From an optimization exercise on the open Yosys and OpenROAD flow, aimed at small area, a short achievable clock period and few clock cycles; shortcuts taken in it are not production practice. Where RTL was checked, it was by simulation tests only, not by an equivalence proof against the original. The clock port is modelled as an ideal driver; clocking choices that lean on that would not hold on a real chip. Power is estimated from default activity; no workload was simulated.

==> inputs of branch amber <==
==> flow/design.v <==
`default_nettype none
package wgm_pkg;
    localparam int MAX_PATTERN = 64;
    localparam int LEN_W       = $clog2(MAX_PATTERN + 1);
    localparam logic [7:0] CH_STAR = 8'h2A;
    localparam logic [7:0] CH_ANY  = 8'h3F;
    typedef logic [LEN_W-1:0] len_t;
    typedef enum logic [1:0] {
        MODE_START   = 2'd0,
        MODE_PATTERN = 2'd1,
        MODE_TEXT    = 2'd2,
        MODE_END     = 2'd3
    } mode_t;
    typedef struct packed {
        mode_t      mode;
        logic [7:0] ch;
    } item_t;
    typedef struct packed {
        logic matched;
        logic error;
    } result_t;
endpackage
`default_nettype wire
`default_nettype none
module wgm_cell (
    input  wire        clk,
    input  wire        we,         
    input  wire  [7:0] ch,         
    input  wire        pat_col,    
    input  wire        text_en,    
    input  wire        prev_col,   
    input  wire        prev_step,  
    output logic       col,
    output logic       step
);
    logic [7:0] char_reg;
    logic       hit_reg;
    logic       is_star;
    assign is_star = (char_reg == wgm_pkg::CH_STAR);
    assign step    = prev_col & hit_reg;
    always_ff @(posedge clk)
    begin
        if (we)
        begin
            char_reg <= ch;
        end
    end
    always_ff @(posedge clk)
    begin
        hit_reg <= (char_reg == ch) || (char_reg == wgm_pkg::CH_ANY);
    end
    always_ff @(posedge clk)
    begin
        if (we)
        begin
            col <= pat_col;
        end
        else if (text_en)
        begin
            col <= is_star ? (prev_step | col) : step;
        end
    end
endmodule
`default_nettype wire
`default_nettype none
module wildcard_glob_matcher (
    input  wire               clk,
    input  wire               rst_n,
    input  wire               item_valid,
    output logic              item_ready,
    input  wire  [9:0]        item_in,
    output logic              result_valid,
    input  wire               result_ready,
    output logic [1:0]        result
);
    localparam int N  = wgm_pkg::MAX_PATTERN;
    localparam int NH = N / 8 + 1;
    wgm_pkg::item_t      item;
    assign item = wgm_pkg::item_t'(item_in);
    logic                ready_reg;
    logic                accept;
    assign item_ready = ready_reg;
    assign accept     = item_valid && ready_reg;
    logic                a_start;
    logic                a_pat;
    logic                a_text;
    logic                a_end;
    logic                a_star;
    logic [7:0]          a_ch;
    logic                a_we;
    logic [NH-1:0]       a_we_grp;
    always_ff @(posedge clk or negedge rst_n)
    begin
        if (!rst_n)
        begin
            a_start <= 1'b0;
            a_pat   <= 1'b0;
            a_text  <= 1'b0;
            a_end   <= 1'b0;
        end
        else
        begin
            a_start <= accept && (item.mode == wgm_pkg::MODE_START);
            a_pat   <= accept && (item.mode == wgm_pkg::MODE_PATTERN);
            a_text  <= accept && (item.mode == wgm_pkg::MODE_TEXT);
            a_end   <= accept && (item.mode == wgm_pkg::MODE_END);
        end
    end
    always_ff @(posedge clk)
    begin
        a_ch   <= item.ch;
        a_star <= (item.ch == wgm_pkg::CH_STAR);
    end
    logic [6:0]          pat_len_reg;
    logic [NH-1:0]       slot_hi;
    logic [7:0]          slot_lo;
    logic [NH-1:0]       slot_hi_reg;
    logic [7:0]          slot_lo_reg;
    logic                text_started_reg;
    logic                error_reg;
    logic                last_star_reg;
    logic                some_plain_reg;   
    logic                pat_blk_reg;
    logic                len63;
    assign slot_hi = {slot_hi_reg[NH-1:1], !slot_hi_reg[0]};
    assign slot_lo = {slot_lo_reg[7:1], !slot_lo_reg[0]};
    assign len63   = (pat_len_reg[5:0] == 6'd63);
    logic                pat_take;     
    logic [6:0]          pat_len_next;
    logic [NH-1:0]       slot_hi_next;
    logic [7:0]          slot_lo_next;
    logic                text_started_next;
    logic                error_next;
    logic                last_star_next;
    logic                some_plain_next;
    logic                pat_blk_next;
    assign pat_take = a_pat && !pat_blk_reg;
    always_comb
    begin
        pat_len_next      = pat_len_reg;
        slot_hi_next      = slot_hi;
        slot_lo_next      = slot_lo;
        text_started_next = text_started_reg;
        error_next        = error_reg;
        last_star_next    = last_star_reg;
        some_plain_next   = some_plain_reg;
        if (a_start)
        begin
            pat_len_next      = '0;
            slot_hi_next      = NH'(1);
            slot_lo_next      = 8'd1;
            text_started_next = 1'b0;
            error_next        = 1'b0;
            last_star_next    = 1'b0;
            some_plain_next   = 1'b0;
        end
        else
        begin
            if (pat_take)
            begin
                pat_len_next    = pat_len_reg + 1'b1;
                last_star_next  = a_star;
                some_plain_next = some_plain_reg || !a_star;
            end
            if (a_we)
            begin
                slot_lo_next = {slot_lo[6:0], slot_lo[7]};
                if (slot_lo[7])
                begin
                    slot_hi_next = {slot_hi[NH-2:0], 1'b0};
                end
            end
            if (a_pat && pat_blk_reg)
            begin
                error_next = 1'b1;
            end
            if (a_text)
            begin
                text_started_next = 1'b1;
            end
        end
        pat_blk_next = !a_start && (pat_blk_reg || a_text || (pat_take && len63));
    end
    always_ff @(posedge clk or negedge rst_n)
    begin
        if (!rst_n)
        begin
            pat_len_reg      <= '0;
            slot_hi_reg      <= '0;
            slot_lo_reg      <= '0;
            text_started_reg <= 1'b0;
            error_reg        <= 1'b0;
            last_star_reg    <= 1'b0;
            some_plain_reg   <= 1'b0;
            pat_blk_reg      <= 1'b0;
        end
        else
        begin
            pat_len_reg      <= pat_len_next;
            slot_hi_reg      <= {slot_hi_next[NH-1:1], !slot_hi_next[0]};
            slot_lo_reg      <= {slot_lo_next[7:1], !slot_lo_next[0]};
            text_started_reg <= text_started_next;
            error_reg        <= error_next;
            last_star_reg    <= last_star_next;
            some_plain_reg   <= some_plain_next;
            pat_blk_reg      <= pat_blk_next;
        end
    end
    logic                take_we;
    assign take_we = item_valid && ready_reg && (item.mode == wgm_pkg::MODE_PATTERN)
                     && !pat_blk_next
                     && !((item.ch == wgm_pkg::CH_STAR) && last_star_next);
    always_ff @(posedge clk or negedge rst_n)
    begin
        if (!rst_n)
        begin
            a_we     <= 1'b0;
            a_we_grp <= '0;
        end
        else
        begin
            a_we     <= take_we;
            a_we_grp <= take_we ? slot_hi_next : '0;
        end
    end
    logic                c_text;
    logic                c_end;
    logic                c_text_seen;
    always_ff @(posedge clk or negedge rst_n)
    begin
        if (!rst_n)
        begin
            c_text      <= 1'b0;
            c_end       <= 1'b0;
            c_text_seen <= 1'b0;
        end
        else
        begin
            c_text      <= a_text;
            c_end       <= a_end;
            c_text_seen <= text_started_reg;
        end
    end
    logic [N:0]          col;
    logic [N:0]          step;
    logic [N-1:0]        we;
    assign col[0]  = !c_text_seen;
    assign step[0] = 1'b0;
    for (genvar i = 0; i < N; i++)
    begin : g_cell
        assign we[i] = a_we_grp[i / 8] && slot_lo[i % 8];
        wgm_cell u_cell (
            .clk       (clk),
            .we        (we[i]),
            .ch        (a_ch),
            .pat_col   (!some_plain_reg && a_star),
            .text_en   (c_text),
            .prev_col  (col[i]),
            .prev_step (step[i]),
            .col       (col[i+1]),
            .step      (step[i+1])
        );
    end
    logic [NH-1:0]       grp_hit;
    logic [NH-1:0]       d_grp_reg;
    logic                d_err_reg;
    logic                d_end;
    for (genvar h = 0; h < NH; h++)
    begin : g_grp
        logic [7:0] part;
        for (genvar l = 0; l < 8; l++)
        begin : g_lo
            if (8 * h + l <= N)
            begin : g_on
                assign part[l] = col[8 * h + l] && slot_lo[l];
            end
            else
            begin : g_off
                assign part[l] = 1'b0;
            end
        end
        assign grp_hit[h] = slot_hi[h] && (|part);
    end
    always_ff @(posedge clk)
    begin
        d_grp_reg <= grp_hit;
        d_err_reg <= error_reg;
    end
    always_ff @(posedge clk or negedge rst_n)
    begin
        if (!rst_n)
        begin
            d_end <= 1'b0;
        end
        else
        begin
            d_end <= c_end;
        end
    end
    logic                out_v;
    logic                skid_v;
    logic                wr_ptr;
    logic                rd_ptr;
    logic [1:0]          mem_r [2];
    logic [1:0]          mem_next [2];
    logic [1:0]          out_r;
    logic [1:0]          new_r;
    logic                push;
    logic                pop;
    logic                rd_ptr_next;
    logic                out_v_next;
    logic                skid_v_next;
    assign new_r       = {|d_grp_reg, d_err_reg};
    assign push        = d_end;
    assign pop         = out_v && result_ready;
    assign rd_ptr_next = rd_ptr ^ pop;
    logic                in_end;
    logic                at_most_one;
    assign in_end      = accept && (item.mode == wgm_pkg::MODE_END);
    assign at_most_one = !((out_v_next && (c_end || a_end || in_end))
                           || (c_end && (a_end || in_end)) || (a_end && in_end));
    always_comb
    begin
        mem_next[0] = mem_r[0];
        mem_next[1] = mem_r[1];
        if (push)
        begin
            mem_next[wr_ptr] = new_r;
        end
        out_v_next  = out_v;
        skid_v_next = skid_v;
        if (push && !pop)
        begin
            out_v_next  = 1'b1;
            skid_v_next = out_v;
        end
        else if (pop && !push)
        begin
            out_v_next  = skid_v;
            skid_v_next = 1'b0;
        end
    end
    always_ff @(posedge clk or negedge rst_n)
    begin
        if (!rst_n)
        begin
            out_v  <= 1'b0;
            skid_v <= 1'b0;
            wr_ptr <= 1'b0;
            rd_ptr <= 1'b0;
        end
        else
        begin
            out_v  <= out_v_next;
            skid_v <= skid_v_next;
            wr_ptr <= wr_ptr ^ push;
            rd_ptr <= rd_ptr_next;
        end
    end
    always_ff @(posedge clk)
    begin
        mem_r[0]  <= mem_next[0];
        mem_r[1]  <= mem_next[1];
        out_r     <= (push && (rd_ptr_next == wr_ptr)) ? new_r : mem_r[rd_ptr_next];
        ready_reg <= !skid_v_next && at_most_one;
    end
    assign result_valid = out_v;
    assign result       = out_r;
endmodule
`default_nettype wire
==> flow/flow/run.sh <==
#!/bin/bash
# Standard layout; after clock tree synthesis the tree's root buffer is taken out so the clock
# port drives the tree's first level (a few buffers) directly, then timing is repaired again.
set -euo pipefail
export BUFFER_PORTS_ARGS="-buffer_cell sky130_fd_sc_hd__buf_4"
export SKIP_CTS_REPAIR_TIMING=1
export POST_CTS_TCL="$PWD/flow/post_cts.tcl"
bash standard.sh > standard_flow.log 2>&1
==> flow/flow/post_cts.tcl <==
# Runs after clock tree synthesis (cts's own timing repair is skipped).
# 2. Give the registers that drive output ports through their port buffer the strongest drive
#    of their cell type.
# 3. Repair timing as cts would have.
set block [ord::get_db_block]
set root [$block findInst clkbuf_0_clk]
if { $root != "NULL" } {
  set in_net [[$root findITerm A] getNet]
  set out_net [[$root findITerm X] getNet]
  set loads {}
  foreach it [$out_net getITerms] {
    if { [$it getInst] != $root } {
      lappend loads $it
    }
  }
  puts "root buffer drives [llength $loads] pins"
  if { [llength $loads] <= 4 && [llength [$out_net getBTerms]] == 0 } {
    foreach it $loads {
      $it disconnect
      $it connect $in_net
    }
    odb::dbInst_destroy $root
    odb::dbNet_destroy $out_net
    puts "root buffer removed"
  }
}

proc driver_inst { net } {
  foreach it [$net getITerms] {
    if { [$it isOutputSignal] } {
      return [$it getInst]
    }
  }
  return "NULL"
}

foreach bt [$block getBTerms] {
  if { [$bt getIoType] != "OUTPUT" } { continue }
  set buf [driver_inst [$bt getNet]]
  if { $buf == "NULL" } { continue }
  set in_it ""
  foreach it [$buf getITerms] {
    if { [$it isInputSignal] } { set in_it $it }
  }
  if { $in_it == "" } { continue }
  set reg [driver_inst [$in_it getNet]]
  if { $reg == "NULL" } { continue }
  set master [[$reg getMaster] getName]
  if { ![regexp {^(sky130_fd_sc_hd__(dfrtp|dfxtp|dfstp))_[0-9]+$} $master -> base] } { continue }
  set strong "${base}_4"
  if { $strong != $master && [[ord::get_db] findMaster $strong] != "NULL" } {
    puts "[$bt getName]: [$reg getName] $master -> $strong"
    replace_cell [$reg getName] $strong
  }
}

estimate_parasitics -placement
report_clock_latency
repair_timing_helper
detailed_placement
check_placement -verbose
estimate_parasitics -placement
report_worst_slack -max
report_worst_slack -min
==> flow/standard.sh <==
#!/bin/bash
# synth_recipe.tcl (not shown) runs the flow's synth.tcl, then flattens the netlist and writes it again
# the make line also repeats each setting of config.mk as NAME=value (left out here)
make -C /OpenROAD-flow-scripts/flow DESIGN_CONFIG=/design/flow/config.mk WORK_HOME=/design/flow/orfs CLKGATE_MAP_FILE= SYNTH_SCRIPT=/design/flow/synth_recipe.tcl "${@:-finish}"
==> flow/config.mk <==
export PLATFORM = sky130hd
export DESIGN_NAME = wildcard_glob_matcher
export DESIGN_NICKNAME = wildcard_glob_matcher
export VERILOG_FILES = /design/flow/design.v
export SDC_FILE = /design/flow/constraint.sdc
export NUM_CORES = 4
export LEC_CHECK = 0
export CAP_MARGIN = 20
export CORE_MARGIN = 2
export CORE_UTILIZATION = 60
export CTS_BUF_LIST = sky130_fd_sc_hd__clkbuf_8 sky130_fd_sc_hd__clkbuf_16
export CTS_CLUSTER_DIAMETER = 100
export CTS_CLUSTER_SIZE = 30
export SETUP_SLACK_MARGIN = 1.5
export SLEW_MARGIN = 20
==> flow/constraint.sdc <==
create_clock -name core_clock -period 3.0 [get_ports {clk}]
set_input_delay 0.6000 -clock core_clock [delete_from_list [all_inputs] [get_ports {clk}]]
set_output_delay 0.6000 -clock core_clock [all_outputs]
set_load 0.01 [all_outputs]
==> branch delta: changes against branch amber <==
--- a/flow/design.v
+++ b/flow/design.v
@@ -23,20 +23,31 @@
 `default_nettype wire
 `default_nettype none
-module wgm_cell (
+module wgm_cell #(
+    parameter bit FIRST = 1'b0     
+) (
     input  wire        clk,
     input  wire        we,         
     input  wire  [7:0] ch,         
-    input  wire        pat_col,    
     input  wire        text_en,    
+    input  wire        text_seen,  
     input  wire        prev_col,   
     input  wire        prev_step,  
-    output logic       col,
+    output logic       col,        
     output logic       step
 );
     logic [7:0] char_reg;
     logic       hit_reg;
+    logic       col_reg;
     logic       is_star;
     assign is_star = (char_reg == wgm_pkg::CH_STAR);
     assign step    = prev_col & hit_reg;
+    if (FIRST)
+    begin : g_first
+        assign col = text_seen ? col_reg : is_star;
+    end
+    else
+    begin : g_rest
+        assign col = text_seen && col_reg;
+    end
     always_ff @(posedge clk)
     begin
@@ -52,11 +63,7 @@
     always_ff @(posedge clk)
     begin
-        if (we)
-        begin
-            col <= pat_col;
-        end
-        else if (text_en)
+        if (text_en)
         begin
-            col <= is_star ? (prev_step | col) : step;
+            col_reg <= is_star ? (prev_step | col) : step;
         end
     end
@@ -120,10 +127,8 @@
     logic                error_reg;
     logic                last_star_reg;
-    logic                some_plain_reg;   
     logic                pat_blk_reg;
-    logic                len63;
+    logic                len63;            
     assign slot_hi = {slot_hi_reg[NH-1:1], !slot_hi_reg[0]};
     assign slot_lo = {slot_lo_reg[7:1], !slot_lo_reg[0]};
-    assign len63   = (pat_len_reg[5:0] == 6'd63);
     logic                pat_take;     
     logic [6:0]          pat_len_next;
@@ -133,5 +138,4 @@
     logic                error_next;
     logic                last_star_next;
-    logic                some_plain_next;
     logic                pat_blk_next;
     assign pat_take = a_pat && !pat_blk_reg;
@@ -144,5 +148,4 @@
         error_next        = error_reg;
         last_star_next    = last_star_reg;
-        some_plain_next   = some_plain_reg;
         if (a_start)
         begin
@@ -153,5 +156,4 @@
             error_next        = 1'b0;
             last_star_next    = 1'b0;
-            some_plain_next   = 1'b0;
         end
         else
@@ -161,5 +163,4 @@
                 pat_len_next    = pat_len_reg + 1'b1;
                 last_star_next  = a_star;
-                some_plain_next = some_plain_reg || !a_star;
             end
             if (a_we)
@@ -192,9 +193,10 @@
             error_reg        <= 1'b0;
             last_star_reg    <= 1'b0;
-            some_plain_reg   <= 1'b0;
             pat_blk_reg      <= 1'b0;
+            len63            <= 1'b0;
         end
         else
         begin
+            len63            <= (pat_len_next == 7'd63);
             pat_len_reg      <= pat_len_next;
             slot_hi_reg      <= {slot_hi_next[NH-1:1], !slot_hi_next[0]};
@@ -203,5 +205,4 @@
             error_reg        <= error_next;
             last_star_reg    <= last_star_next;
-            some_plain_reg   <= some_plain_next;
             pat_blk_reg      <= pat_blk_next;
         end
@@ -250,10 +251,12 @@
     begin : g_cell
         assign we[i] = a_we_grp[i / 8] && slot_lo[i % 8];
-        wgm_cell u_cell (
+        wgm_cell #(
+            .FIRST     (i == 0)
+        ) u_cell (
             .clk       (clk),
             .we        (we[i]),
             .ch        (a_ch),
-            .pat_col   (!some_plain_reg && a_star),
             .text_en   (c_text),
+            .text_seen (c_text_seen),
             .prev_col  (col[i]),
             .prev_step (step[i]),
@@ -320,4 +323,8 @@
     assign at_most_one = !((out_v_next && (c_end || a_end || in_end))
                            || (c_end && (a_end || in_end)) || (a_end && in_end));
+    logic [1:0]          head_after_pop;
+    logic [1:0]          head_kept;
+    assign head_after_pop = skid_v ? mem_r[!rd_ptr] : new_r;
+    assign head_kept      = out_v ? mem_r[rd_ptr] : new_r;
     always_comb
     begin
@@ -362,5 +369,5 @@
         mem_r[0]  <= mem_next[0];
         mem_r[1]  <= mem_next[1];
-        out_r     <= (push && (rd_ptr_next == wr_ptr)) ? new_r : mem_r[rd_ptr_next];
+        out_r     <= pop ? head_after_pop : head_kept;
         ready_reg <= !skid_v_next && at_most_one;
     end
==> flow/flow/run.sh (replaced) <==
#!/bin/bash
# Standard layout; after clock tree synthesis the tree's root buffer is taken out so the clock
# port drives the tree's first level directly, each first-level buffer is split in two by where
# its loads sit, and timing is repaired (instead of in cts).
set -euo pipefail
export BUFFER_PORTS_ARGS="-buffer_cell sky130_fd_sc_hd__buf_4"
export SKIP_CTS_REPAIR_TIMING=1
export POST_CTS_TCL="$PWD/flow/post_cts.tcl"
bash standard.sh > standard_flow.log 2>&1
==> flow/flow/post_cts.tcl (replaced) <==
# Runs after clock tree synthesis (cts's own timing repair is skipped).
# 2. Split each buffer the clock port drives in two (see below).
# 3. Repair timing as cts would have.
set block [ord::get_db_block]
set root [$block findInst clkbuf_0_clk]
if { $root != "NULL" } {
  set in_net [[$root findITerm A] getNet]
  set out_net [[$root findITerm X] getNet]
  set loads {}
  foreach it [$out_net getITerms] {
    if { [$it getInst] != $root } {
      lappend loads $it
    }
  }
  puts "root buffer drives [llength $loads] pins"
  if { [llength $loads] <= 2 && [llength [$out_net getBTerms]] == 0 } {
    foreach it $loads {
      $it disconnect
      $it connect $in_net
    }
    odb::dbInst_destroy $root
    odb::dbNet_destroy $out_net
    puts "root buffer removed"
  }
}

proc split_port_buffers { block } {
  set port_net [[$block findBTerm clk] getNet]
  set l1s {}
  foreach it [$port_net getITerms] { lappend l1s [$it getInst] }
  if { [llength $l1s] > 2 } { return }
  foreach b $l1s {
    set master [$b getMaster]
    set out_it ""
    foreach it [$b getITerms] { if { [$it isOutputSignal] } { set out_it $it } }
    if { $out_it == "" } { continue }
    set out_net [$out_it getNet]
    set loads {}
    set xs {}
    set ys {}
    foreach it [$out_net getITerms] {
      if { [$it getInst] == $b } { continue }
      set bb [[$it getInst] getBBox]
      set x [expr {([$bb xMin] + [$bb xMax]) / 2}]
      set y [expr {([$bb yMin] + [$bb yMax]) / 2}]
      lappend loads [list $it $x $y]
      lappend xs $x
      lappend ys $y
    }
    if { [llength $loads] < 4 } { continue }
    set xs [lsort -integer $xs]
    set ys [lsort -integer $ys]
    set axis [expr {([lindex $xs end] - [lindex $xs 0]) >= ([lindex $ys end] - [lindex $ys 0]) ? 1 : 2}]
    set loads [lsort -integer -index $axis $loads]
    set half [expr {[llength $loads] / 2}]
    set g1 [lrange $loads 0 [expr {$half - 1}]]
    set g2 [lrange $loads $half end]
    set name "[$b getName]_split"
    set nb [odb::dbInst_create $block $master $name]
    set nn [odb::dbNet_create $block "[$out_net getName]_split"]
    $nn setSigType CLOCK
    foreach it [$nb getITerms] {
      if { [$it isInputSignal] } { $it connect $port_net }
      if { [$it isOutputSignal] } { $it connect $nn }
    }
    foreach e $g2 { set it [lindex $e 0]; $it disconnect; $it connect $nn }
    foreach pair [list [list $b $g1] [list $nb $g2]] {
      lassign $pair inst grp
      set sx 0
      set sy 0
      foreach e $grp { set sx [expr {$sx + [lindex $e 1]}]; set sy [expr {$sy + [lindex $e 2]}] }
      set cx [expr {$sx / [llength $grp]}]
      set cy [expr {$sy / [llength $grp]}]
      $inst setLocation [expr {$cx - [$master getWidth] / 2}] [expr {$cy - [$master getHeight] / 2}]
      $inst setPlacementStatus PLACED
    }
    puts "split [$b getName]: [llength $g1] + [llength $g2] loads"
  }
}

split_port_buffers $block

estimate_parasitics -placement
report_clock_latency
repair_timing_helper
detailed_placement
check_placement -verbose
estimate_parasitics -placement
report_clock_latency
report_worst_slack -max
report_worst_slack -min
GPL_TIMING_DRIVEN = 0   (was not set)
SETUP_SLACK_MARGIN = 1.6   (was 1.5)
TNS_END_PERCENT = 3   (was not set)
==> key figures <==
Global route
  – GRT Util Overall: 34.2%

Critical path
  – Critical path depth in cells: 3
  – Crit path launch: slot_lo_reg[2]

Route
  – DR WL/cell: between 20 and 30 um

Synthesis
  – Mapped Area: 0.0310 sq mm

Power and ir drop
  – Flop pwr share: 64.6%

Die
  – Taps Inserted: 680

Place
  – Placed Area: 0.0323 sq mm

Outcome
  – Status: no timing/DRC/antenna violations

Layout
  – Antenna diodes: 1
# the run above: branch delta

==> key figures <==
Outcome
  – Status: no timing/DRC/antenna violations

Place
  – Placed Area: 0.0338 sq mm
  – RePlAce Congestion: between 0.8 and 0.9

Die
  – Taps Inserted: approximately 700

Critical path
  – Critical path depth in cells: 1
  – Slowest cell on the critical path: dfrtp_4
  – Crit path launch: out_v
  – Required @ worst endpoint: approximately 2.4 ns
  – Reg2Reg Depth: 7
  – Worst Setup EP: result_valid

Synthesis
  – Mapped Area: 0.0325 sq mm

Global route
  – GRT Util Overall: a little over a quarter

Power and ir drop
  – Flop pwr share: 63.3%
# the run above: branch amber

Testbench counts of branch delta, summed over its fixed seeds: cycles 56,359.
The RTL of branch amber was laid out without a check of its function.

## port drivers added, routing unchanged
No port has a modelled driver above. Below, the same layouts with a new extraction and two added sets of constraints. Step 1, drivers: a clkbuf_16 drives clk and a buf_2 each remaining input, both assumed. Step 2 also shifts input and output timing later by t, the mid clock arrival at the registers, as if the neighbouring blocks saw the same clock. a / b / c = ideal ports / drivers / drivers and shift; a / b = the first two.
run	t (ns)	setup WS [ns]	worst setup path at the end	latest minus earliest clock arrival (ns)
branch amber	0.558	1.256 / 1.173 / 1.206	input to register	0.034 / 0.034
branch delta	0.511	1.310 / 1.310 / 1.099	input to register	0.043 / 0.044
After both steps every run listed still meets setup and hold. For branch delta, which loses most, drivers alone change the setup slack by 0.000 ns; drivers and shift together by -0.211 ns.
